This is an optimization exercise on Yosys and OpenROAD, whose aim is small area, not a production implementation.
The RTL was checked by simulation tests, not by an equivalence proof against the original design.
Power is estimated from default activity; no workload was simulated.

==> run D: inputs <==
## main_mem_responder
module main_mem_responder #(
  parameter int unsigned AW          = 8,
  parameter int unsigned DW          = 16,
  parameter int unsigned DEPTH       = 256,
  parameter int unsigned TURN_CYCLES = 1
) (
  input  logic          clk,
  input  logic          rst,
  input  logic [AW-1:0] mem_addr,
  input  logic          mem_write_en,
  input  logic [DW-1:0] bus_in,
  output logic [DW-1:0] bus_out,
  output logic          bus_oe,
  input  logic          load_valid,
  output logic          load_ready,
  input  logic [AW-1:0] load_addr,
  input  logic [DW-1:0] load_data,
  output logic [AW:0]   load_count,
  output logic          busy_turn
);
  localparam int unsigned CW = $clog2(TURN_CYCLES + 1);
  localparam logic [CW-1:0] TurnInit = CW'(TURN_CYCLES - 1);
  localparam logic [AW:0] CountMax = (AW + 1)'(DEPTH);
  typedef enum logic [1:0] {StHold, StTurn, StDrive, StWrite} state_e;
  state_e              state_q;
  logic [CW-1:0]       turn_cnt_q;
  logic [DEPTH*DW-1:0] store_q;
  logic [DEPTH*DW-1:0] store_d;
  logic                valid_q;
  logic                load_fire;
  ...
==> module mmr_and2, before the edit <==
module mmr_and2 (
  input  logic a, b,
  output logic y
);
  assign y = a & b;
endmodule
==> module main_mem_responder, before the edit <==
module main_mem_responder #(
  parameter int unsigned AW          = 8,
  parameter int unsigned DW          = 16,
  parameter int unsigned DEPTH       = 256,
  parameter int unsigned TURN_CYCLES = 1
) (
  input  logic          clk,
  input  logic          rst,
  input  logic [AW-1:0] mem_addr,
  input  logic          mem_write_en,
  input  logic [DW-1:0] bus_in,
  output logic [DW-1:0] bus_out,
  output logic          bus_oe,
  input  logic          load_valid,
  output logic          load_ready,
  input  logic [AW-1:0] load_addr,
  input  logic [DW-1:0] load_data,
  output logic [AW:0]   load_count,
  output logic          busy_turn
);
  localparam int unsigned CW = $clog2(TURN_CYCLES + 1);
  localparam logic [CW-1:0] TurnInit = CW'(TURN_CYCLES - 1);
  localparam logic [AW:0] CountMax = (AW + 1)'(DEPTH);
  typedef enum logic [1:0] {StHold, StTurn, StDrive, StWrite} state_e;
  state_e              state_q;
  logic [CW-1:0]       turn_cnt_q;
  logic [DEPTH*DW-1:0] store_q;
  logic [DEPTH*DW-1:0] store_d;
  logic                valid_q;
  logic                load_fire;
  assign bus_oe     = (state_q == StDrive) & ~mem_write_en;
  assign busy_turn  = (state_q == StHold) | (state_q == StTurn);
  assign load_ready = ~rst & (state_q != StHold) & ~mem_write_en;
  assign load_fire  = load_valid & load_ready;
  always_ff @(posedge clk or posedge rst) begin
    if (rst) begin
      state_q    <= StHold;
      turn_cnt_q <= '0;
    end else begin
      unique case (state_q)
        StHold: begin
          if (mem_write_en) begin
            state_q <= StWrite;
          end else begin
            state_q    <= StTurn;
            turn_cnt_q <= TurnInit;
          end
        end
        StTurn: begin
          if (mem_write_en) begin
            state_q <= StWrite;
          end else if (turn_cnt_q == '0) begin
            state_q <= StDrive;
          end else begin
            turn_cnt_q <= turn_cnt_q - CW'(1);
          end
        end
        StDrive: begin
          if (mem_write_en) begin
            state_q <= StWrite;
          end
        end
        StWrite: begin
          if (!mem_write_en) begin
            state_q    <= StTurn;
            turn_cnt_q <= TurnInit;
          end
        end
        default: state_q <= StHold;
      endcase
    end
  end
  logic [AW-1:0]    waddr;
  logic [DW-1:0]    wdata;
  logic             wact;
  logic             wclr;
  logic [DEPTH-1:0] whit;
  logic [DEPTH-1:0] wkeep;
  assign waddr = mem_write_en ? mem_addr : load_addr;
  assign wdata = mem_write_en ? bus_in : load_data;
  assign wact  = mem_write_en | load_fire;
  assign wclr  = wact & ~valid_q;
  logic [15:0] wlo, whi;
  always_comb begin
    for (int unsigned k = 0; k < 16; k++) begin
      wlo[k] = wact & (waddr[3:0] == 4'(k));
      whi[k] = (waddr[7:4] == 4'(k));
    end
  end
  for (genvar i = 0; i < DEPTH; i++) begin : g_wdec
    mmr_and2 u_hit  (.a(whi[i/16]), .b(wlo[i%16]), .y(whit[i]));
    mmr_nor2 u_keep (.a(whit[i]), .b(wclr), .y(wkeep[i]));
  end
  for (genvar i = 0; i < DEPTH; i++) begin : g_word
    for (genvar b = 0; b < DW; b++) begin : g_bit
      mmr_ao22 u_next (
        .a1(whit[i]), .a2(wdata[b]), .b1(wkeep[i]), .b2(store_q[i*DW+b]),
        .y(store_d[i*DW+b])
      );
    end
  end
  always_ff @(posedge clk) begin
    store_q <= store_d;
  end
  always_ff @(posedge clk or posedge rst) begin
    if (rst) begin
      valid_q <= 1'b0;
    end else if (wact) begin
      valid_q <= 1'b1;
    end
  end
  logic [DEPTH-1:0] rsel_n;
  logic [15:0]      rlo, rhi;
  always_comb begin
    for (int unsigned k = 0; k < 16; k++) begin
      rlo[k] = (mem_addr[3:0] == 4'(k));
      rhi[k] = (mem_addr[7:4] == 4'(k));
    end
  end
  for (genvar i = 0; i < DEPTH; i++) begin : g_rdec
    mmr_nand2 u_sel (.a(rhi[i/16]), .b(rlo[i%16]), .y(rsel_n[i]));
  end
  localparam int unsigned N1 = DEPTH / 2;    
  localparam int unsigned N3 = N1 / 16;      
  logic [DW-1:0] rdata;
  for (genvar b = 0; b < DW; b++) begin : g_rbit
    logic [N1-1:0] l1;
    logic [N3-1:0] l3;
    for (genvar j = 0; j < N1; j++) begin : g_l1
      mmr_oai22 u_l1 (
        .a1(store_q[(2*j)*DW+b]),   .a2(rsel_n[2*j]),
        .b1(store_q[(2*j+1)*DW+b]), .b2(rsel_n[2*j+1]),
        .y(l1[j])
      );
    end
    for (genvar j = 0; j < N3; j++) begin : g_l3
      mmr_rd16 u_l3 (.x(l1[16*j +: 16]), .y(l3[j]));
    end
    assign rdata[b] = ~|l3;
  end
  always_ff @(posedge clk or posedge rst) begin
    if (rst) begin
      bus_out <= '0;
    end else if (!mem_write_en) begin
      bus_out <= rdata & {DW{valid_q}};
    end
  end
  always_ff @(posedge clk or posedge rst) begin
    if (rst) begin
      load_count <= '0;
    end else if (load_fire && (load_count != CountMax)) begin
      load_count <= load_count + (AW + 1)'(1);
    end
  end
endmodule
==> module mmr_ao22, before the edit <==
module mmr_ao22 (
  input  logic a1, a2, b1, b2,
  output logic y
);
  assign y = (a1 & a2) | (b1 & b2);
endmodule
==> module mmr_nor2, before the edit <==
module mmr_nor2 (
  input  logic a, b,
  output logic y
);
  assign y = ~(a | b);
endmodule
export LEC_CHECK = 0
export CAP_MARGIN = 20
export CORE_MARGIN = 2
export CORE_UTILIZATION = 72
export CTS_BUF_LIST = sky130_fd_sc_hd__clkbuf_8
export CTS_CLUSTER_DIAMETER = 70
export CTS_CLUSTER_SIZE = 16
export PLACE_DENSITY = 0.76
export SLEW_MARGIN = 20
export SYNTH_HIERARCHICAL = 1
create_clock -name core_clock -period 8.0 [get_ports {clk}]
run.sh (not shown) runs the stock make flow with config.mk's settings and CLKGATE_MAP_FILE= SYNTH_SCRIPT=/design/flow/synth_recipe.tcl, a recipe that flattens the netlist after the stock synthesis.
==> run Y (differences from run D) <==
--- a/flow/design.v
+++ b/flow/design.v
@@ -15,12 +15,6 @@
   output logic y
 );
   assign y = ~(a & b);
-endmodule
-module mmr_and2 (
-  input  logic a, b,
-  output logic y
-);
-  assign y = a & b;
 endmodule
 module mmr_nor2 (
   input  logic a, b,
@@ -121,15 +115,15 @@
   assign wdata = mem_write_en ? bus_in : load_data;
   assign wact  = mem_write_en | load_fire;
   assign wclr  = wact & ~valid_q;
-  logic [15:0] wlo, whi;
+  logic [15:0] wlo_n, whi_n;
   always_comb begin
     for (int unsigned k = 0; k < 16; k++) begin
-      wlo[k] = wact & (waddr[3:0] == 4'(k));
-      whi[k] = (waddr[7:4] == 4'(k));
+      wlo_n[k] = ~(wact & (waddr[3:0] == 4'(k)));
+      whi_n[k] = ~(waddr[7:4] == 4'(k));
     end
   end
   for (genvar i = 0; i < DEPTH; i++) begin : g_wdec
-    mmr_and2 u_hit  (.a(whi[i/16]), .b(wlo[i%16]), .y(whit[i]));
+    mmr_nor2 u_hit  (.a(whi_n[i/16]), .b(wlo_n[i%16]), .y(whit[i]));
     mmr_nor2 u_keep (.a(whit[i]), .b(wclr), .y(wkeep[i]));
   end
   for (genvar i = 0; i < DEPTH; i++) begin : g_word
- CORE_UTILIZATION: 72 -> 50
- CTS_BUF_LIST: sky130_fd_sc_hd__clkbuf_8 -> unset
- CTS_CLUSTER_DIAMETER: 70 -> unset
- CTS_CLUSTER_SIZE: 16 -> unset
- PLACE_DENSITY: 0.76 -> 0.55
==> run C (differences from run D) <==
--- a/flow/design.v
+++ b/flow/design.v
@@ -1,8 +1,8 @@
-module mmr_ao22 (
+module mmr_oa22 (
   input  logic a1, a2, b1, b2,
   output logic y
 );
-  assign y = (a1 & a2) | (b1 & b2);
+  assign y = (a1 | a2) & (b1 | b2);
 endmodule
 module mmr_oai22 (
   input  logic a1, a2, b1, b2,
@@ -15,18 +15,6 @@
   output logic y
 );
   assign y = ~(a & b);
-endmodule
-module mmr_and2 (
-  input  logic a, b,
-  output logic y
-);
-  assign y = a & b;
-endmodule
-module mmr_nor2 (
-  input  logic a, b,
-  output logic y
-);
-  assign y = ~(a | b);
 endmodule
 module mmr_rd16 (
   input  logic [15:0] x,
@@ -112,15 +100,15 @@
     end
   end
   logic [AW-1:0]    waddr;
-  logic [DW-1:0]    wdata;
+  logic [DW-1:0]    wdata_n;
   logic             wact;
-  logic             wclr;
-  logic [DEPTH-1:0] whit;
-  logic [DEPTH-1:0] wkeep;
-  assign waddr = mem_write_en ? mem_addr : load_addr;
-  assign wdata = mem_write_en ? bus_in : load_data;
-  assign wact  = mem_write_en | load_fire;
-  assign wclr  = wact & ~valid_q;
+  logic             wclr_n;
+  logic [DEPTH-1:0] whit_n;
+  logic [DEPTH-1:0] wkeep_n;
+  assign waddr   = mem_write_en ? mem_addr : load_addr;
+  assign wdata_n = ~(mem_write_en ? bus_in : load_data);
+  assign wact    = mem_write_en | load_fire;
+  assign wclr_n  = ~(wact & ~valid_q);
   logic [15:0] wlo, whi;
   always_comb begin
     for (int unsigned k = 0; k < 16; k++) begin
@@ -129,13 +117,13 @@
     end
   end
   for (genvar i = 0; i < DEPTH; i++) begin : g_wdec
-    mmr_and2 u_hit  (.a(whi[i/16]), .b(wlo[i%16]), .y(whit[i]));
-    mmr_nor2 u_keep (.a(whit[i]), .b(wclr), .y(wkeep[i]));
+    mmr_nand2 u_hit  (.a(whi[i/16]), .b(wlo[i%16]), .y(whit_n[i]));
+    mmr_nand2 u_keep (.a(whit_n[i]), .b(wclr_n), .y(wkeep_n[i]));
   end
   for (genvar i = 0; i < DEPTH; i++) begin : g_word
     for (genvar b = 0; b < DW; b++) begin : g_bit
-      mmr_ao22 u_next (
-        .a1(whit[i]), .a2(wdata[b]), .b1(wkeep[i]), .b2(store_q[i*DW+b]),
+      mmr_oa22 u_next (
+        .a1(whit_n[i]), .a2(wdata_n[b]), .b1(wkeep_n[i]), .b2(store_q[i*DW+b]),
         .y(store_d[i*DW+b])
       );
     end
@@ -177,7 +165,7 @@
     for (genvar j = 0; j < N3; j++) begin : g_l3
       mmr_rd16 u_l3 (.x(l1[16*j +: 16]), .y(l3[j]));
     end
-    assign rdata[b] = ~|l3;
+    assign rdata[b] = |l3;
   end
   always_ff @(posedge clk or posedge rst) begin
     if (rst) begin
- CAP_MARGIN: 20 -> 12
- SLEW_MARGIN: 20 -> 12
==> comparison table <==
|  | run C | run Y | run D |
|---|---|---|---|
| Total leakage power | 51.4 nW | 66.9 nW | 61.2 nW |
| Cell Count, Final, Fillers Out | 15100 | 17000 | 15200 |
| Internal Power | 0.0291 W | 0.0352 W | 0.0268 W |
| Final cell utilization of the core | 78.3% | 58.9% | 78.0% |
| Worst flop-to-flop path endpoint | store_q[2688] | store_q[1639] | store_q[2763] |
| Power in combinational cells | 0.00408 W | 0.00318 W | 0.00313 W |
| Dpl hpwl | 332000 µm | 362000 µm | 328000 µm |
| Final-report max-slew violation count | 3 | 0 | 0 |
| Switching part of the total | 25.8% | 24.1% | 25.9% |
| Area growth from synthesis to layout | 7.80% | 17.5% | 7.91% |
| Floorplan row count | 161 | 194 | 162 |
| Simple-gate share of the synthesized area | 5.56% | 5.56% | 5.99% |
| Count of buffers not belonging to the clock network in the layout | 270 | 545 | 237 |
| First-pass DRT Iterations | 10 | 8 | 30 |
| Wire length of the first global-routing pass | 765000 µm | 833000 µm | 772000 µm |
| Post-synthesis xor/xnor area fraction | 0.0438% | 0.0438% | 0.0436% |
| Run status | complete, but fails checks | complete, no violations | complete, no violations |
| Violated checks | max-capacitance violations, max-slew violations | - | - |
| Worst rel slew slack | -1.97% | 5.90% | 3.74% |
| Master cell of the clock root buffer | sky130_fd_sc_hd__clkbuf_8 | sky130_fd_sc_hd__clkbuf_16 | sky130_fd_sc_hd__clkbuf_8 |
| N_diodes | 52 | 25 | 148 |
| Combined global-route utilization of all metal layers | 50.7% | 38.9% | 51.0% |
| Cell variety after synth | 38 | 40 | 41 |
| Die width | 445 µm | 533 µm | 446 µm |
| Starting DRC count in detailed routing | 21300 | 16700 | 24700 |
| Synth Area per Inst | 11.7 µm² | 11.7 µm² | 11.7 µm² |
| Multiplexer fraction of the synthesized cell area | 0.114% | 0.137% | 0.128% |
| Initial antenna violation count | 61 | 48 | 64 |

==> separate check: timing with driven ports <==
No port has a modelled driver above. Below, the same layouts with a new extraction and two added sets of constraints. Step 1 assumes that a clkbuf_16 drives the clock port and a buf_2 every other input. Step 2 adds t to the input delays and takes it off the output delays; t is the mean of the earliest and latest rising clock arrival at the registers after step 1. Input paths then give back, and output paths get back, about the clock's delay inside the block. Three values: no drivers, after step 1, after step 2; two values: the first two.
run	t (ns)	slack for setup (ns)	worst setup path at the end	worst register clock-pin slew, ns
run D	1.201	1.382 / 1.445 / 0.244	input to register	0.11 / 0.11
run Y	1.062	1.463 / 1.501 / 0.440	input to register	0.07 / 0.07
run C	1.230	1.512 / 1.507 / 0.278	input to register	0.11 / 0.11
For run C, which loses most, drivers alone change the setup slack by -0.005 ns; drivers and shift together by -1.234 ns.
